What follows belongs to an exercise in optimizing a design on an open flow for small area, a short achievable clock period and few clock cycles; a production flow would make more cautious choices.
RTL that was checked went through simulation tests only; none was proved equivalent to the original.
Power and IR drop assume default switching activity.

## buffet_top
module buffet_top (
    input  logic                  clk,
    input  logic                  nreset_i,
    input  logic                  push_valid_i,
    input  buffet_pkg::data_t     push_data_i,
    input  logic                  credit_req_i,
    output logic                  credit_valid_o,
    output buffet_pkg::count_t    credit_o,
    input  logic                  read_valid_i,
    input  buffet_pkg::read_req_t read_req_i,
    output logic                  read_ready_o,
    output logic                  read_data_valid_o,
    output buffet_pkg::data_t     read_data_o,
    input  logic                  read_data_ready_i,
    input  logic                  update_valid_i,
    input  buffet_pkg::idx_t      update_offset_i,
    input  buffet_pkg::data_t     update_data_i
);
    buffet_pkg::count_t head;
    buffet_pkg::count_t tail;
    logic shrink;
    buffet_pkg::idx_t shrink_amount;
    logic alloc;
    logic [buffet_pkg::DEPTH-1:0] pend;
    logic wu_room;
    logic retire;
    buffet_pkg::idx_t retire_idx;
    logic ub_hit;
    buffet_pkg::idx_t ram_rd_idx;
    buffet_pkg::data_t ram_rd_data;
    buffet_pkg::wr_port_t push_wr;
    buffet_pkg::wr_port_t ram_wr;
    buffet_window u_window (
        .clk             (clk),
        .nreset_i        (nreset_i),
        .push_valid_i    (push_valid_i),
        .credit_req_i    (credit_req_i),
        .shrink_i        (shrink),
        .shrink_amount_i (shrink_amount),
        .head_o          (head),
  ...
==> flow/config.mk <==
export PLATFORM = sky130hd
export DESIGN_NAME = buffet_top
export DESIGN_NICKNAME = buffet_top
export VERILOG_FILES = /design/flow/design.v
export SDC_FILE = /design/flow/constraint.sdc
export NUM_CORES = 4
export LEC_CHECK = 0
export ABC_CLOCK_PERIOD_IN_PS = 2400
export CAP_MARGIN = 20
export CORE_MARGIN = 2
export CORE_UTILIZATION = 40
export SETUP_SLACK_MARGIN = 2.3
export SLEW_MARGIN = 20
==> flow/constraint.sdc <==
create_clock -name core_clock -period 4.4 [get_ports {clk}]
set_input_delay 0.8800 -clock core_clock [delete_from_list [all_inputs] [get_ports {clk}]]
set_output_delay 0.8800 -clock core_clock [all_outputs]
set_load 0.01 [all_outputs]
run.sh (not shown) runs the stock make flow with config.mk's settings and CLKGATE_MAP_FILE= SYNTH_SCRIPT=/design/flow/synth_recipe.tcl, a recipe that flattens the netlist after the stock synthesis.
The baseline passed the timing, DRC and antenna checks.
Next try:
SETUP_SLACK_MARGIN = 1.9   (was 2.3)
Outcome:
- The new run produced a clean layout
- non-clock buffer count went down by 88
- core utilization went down by 2.7 points
- design area went down by 5.1%
- power went down by about 7%
- routed wire length went down by about 14%
- setup slack improved by 0.11 ns
- cell count went down by about 3.4%
- first-iteration DRC count went down by about 10%
No run of this note included a check of the RTL's function; only the layout flow was run.


## run 1
buffet_top, a different RTL version from the one above (not shown whole).
Size in the first run: roughly 1800 cells after synthesis, ~700 flip-flops, ~120 I/O pins, ~27000 µm² of cells after synthesis.
Design buffet_top, start of the top module:
module buffet_top (
    input  logic                  clk,
    input  logic                  nreset_i,
    input  logic                  push_valid_i,
    input  buffet_pkg::data_t     push_data_i,
    input  logic                  credit_req_i,
    output logic                  credit_valid_o,
    output buffet_pkg::count_t    credit_o,
    input  logic                  read_valid_i,
    input  buffet_pkg::read_req_t read_req_i,
    output logic                  read_ready_o,
    output logic                  read_data_valid_o,
    output buffet_pkg::data_t     read_data_o,
    input  logic                  read_data_ready_i,
    input  logic                  update_valid_i,
    input  buffet_pkg::idx_t      update_offset_i,
    input  buffet_pkg::data_t     update_data_i
);
clock: 4.4 ns
lec_check: 0
abc_clock_period_in_ps: 2200
cap_margin: 20
core_margin: 2
core_utilization: 75
cts_cluster_diameter: 80
cts_cluster_size: 24
setup_slack_margin: 2.2
slew_margin: 20
standard.sh (not shown) runs the stock make flow with config.mk's settings and CLKGATE_MAP_FILE= SYNTH_SCRIPT=/design/flow/synth_recipe.tcl, a recipe that flattens the netlist after the stock synthesis.
==> flow/flow/run.sh <==
#!/bin/bash
# The standard layout, with three changes to how it is made: adders
# are left to ABC as plain gates (no full/half adder cells), sizing may
# change a cell's footprint, and the port buffers are buf_4 cells.
# make's output goes to make.log; each ORFS step keeps its own log under
# orfs/logs
set -euo pipefail
bash standard.sh ADDER_MAP_FILE= MATCH_CELL_FOOTPRINT=0 \
    "BUFFER_PORTS_ARGS=-buffer_cell sky130_fd_sc_hd__buf_4" finish > make.log 2>&1
Testbench counts of run 1, summed over its fixed seeds: cycles 9,660.
### run 1 -> run 2
- a change of SETUP_SLACK_MARGIN from 2.2 to 2.1
- a deleted CTS_CLUSTER_SIZE that had been 24
- a change of CORE_UTILIZATION from 75 to 40
- a deleted CTS_CLUSTER_DIAMETER that had been 80
==> results.txt <==
Looking at power, run 2 sits above run 1. Run 2 — routed metal-1 wirelength 7.0 mm higher, run 1 as reference. In the reports for run 2 and run 1, the smaller largest driver fanout on the critical path belongs to run 1. Of run 2 and run 1, run 1 shows the lower count of cell instances traversed by the critical path, with run 2 above it. Number of nets in the layout delta (run 1 -> run 2): insignificant. Run 2 vs run 1 — final setup slack of the worst path dropped 0.029 ns. Combinational fraction of design power: run 2 and run 1 compared, higher one is run 1. Run 2 vs run 1: met1 track utilization from global routing down. Run 2 gives more final clock period utilization by the worst path than run 1 did.
Edits applied to the flow inputs when going from run 2 to run 3:
- changing SETUP_SLACK_MARGIN from 2.1 to 2.25
- changing CORE_UTILIZATION from 40 to 65
- setting CTS_CLUSTER_DIAMETER to 80 for the first time
- setting CTS_CLUSTER_SIZE to 24 for the first time
Notes after the runs:
Compared with run 2, run 3 shows a lower shortest period the worst path allows. When the final numbers for run 3 and run 2 were put side by side, the global routing usage on met1 turned out to be smaller in run 2. There was hardly any difference in post-synthesis cell type count between run 3 and run 2. Compared with run 2, run 3 shows total cell area at the placement stage that has gone down slightly. Run 3: worst setup slack is 0.040 ns higher than what run 2 reported. In the tables for run 3 and run 2, fraction of area in clock buffers and inverters reads higher with run 2. The biggest fanout along the worst timing path of run 3 is lower than that of run 2. | minimum hold slack | run 3 vs run 2 | 0.0049 ns higher |. Overall die area (run 3 vs. run 2) decreases by more than a quarter. Of run 3 and run 2, run 3 shows the lower total routed wirelength, with run 2 above it. Between run 3 and run 2, it is run 3 whose post-layout instance area is lower, by 3.8%.
## Diff of input files: run 4 against run 3
- SETUP_SLACK_MARGIN changed from 2.25 to 2.2
- CORE_UTILIZATION changed from 65 to 60
[summary]
Between run 3 and run 4, HPWL after detailed placement decreased. Of run 4 and run 3, the higher fraction of layout cells with a size suffix above 1 belongs to run 3. From run 3 to run 4, H-tree depth did not move at all. In the tables for run 4 and run 3, largest stage delay on the critical path reads higher with run 4. As of run 4, internal portion of total power had fallen by a few percent compared to run 3. Going from run 3 to run 4, the combinational fraction of design power was found to have gone down by 1.4 points. Run 4 reached the end of the flow, and the finished layout is clean on the timing, DRC and antenna checks. Run 4 ends up with a placed cell count that is 54 higher than in run 3. Sort run 4 and run 3 by non-clock buffer count asc -> top: run 4. On critical path depth: between run 4 and run 3, it ends up lower for run 4.
Here is what was changed in the inputs of run 5 compared with run 4.
- putting TNS_END_PERCENT at 5 where nothing was set
### Flow results
Of the two values seen for last element of the critical path, u_tracker.data_q[0][29] was produced by run 5 and u_read_ctrl.rd_oh_q[10] by run 4.
As far as flip-flop and latch count goes, run 5 and run 4 are indistinguishable; the numbers are identical.
Going from run 4 to run 5, total of endpoints with negative setup slack in the final report barely changed, total power lost 0.46%, maximum frequency has decreased, area added between synthesis and finish went down.

separate check: timing with driven ports:
The flow's constraints put no driver on any port. The routed layouts listed below were extracted and timed again, unchanged, in two steps. Step 1 assumes that a clkbuf_16 drives the clock port and a buf_2 every other input. Step 2 times the ports against the registers' clock, not the clock port: input delays grow and output delays shrink by t, the midpoint of the rising clock arrivals with the driver on. Three values: ideal ports, drivers, drivers and shift; two values: the first two.
run | t (ns) | slack for setup (ns) | hold WS [ns] | worst slew at a driven data input, ns | cell pins on the clock port's net
the first run of note 1 | 0.678 | 1.591 / 1.603 / 0.958 | 0.401 / 0.364 / 0.479 | 0.06 | 1
the second run of note 1 | 0.674 | 1.705 / 1.705 / 1.084 | 0.370 / 0.334 / 0.491 | 0.04 | 1
run 1 | 0.613 | 2.111 / 2.111 / 1.579 | 0.274 / 0.240 / 0.474 | 0.09 | 1
run 2 | 0.664 | 2.082 / 2.082 / 1.514 | 0.241 / 0.205 / 0.469 | 0.10 | 1
run 3 | 0.635 | 2.122 / 2.122 / 1.633 | 0.246 / 0.211 / 0.498 | 0.06 | 1
run 4 | 0.640 | 2.170 / 2.170 / 1.579 | 0.263 / 0.228 / 0.490 | 0.07 | 1
run 5 | 0.645 | 1.997 / 1.997 / 1.468 | 0.259 / 0.222 / 0.480 | 0.08 | 1
After both steps setup and hold are still met in every run listed. For the first run of note 1, which loses most, drivers alone change the setup slack by +0.012 ns; drivers and shift together by -0.633 ns.
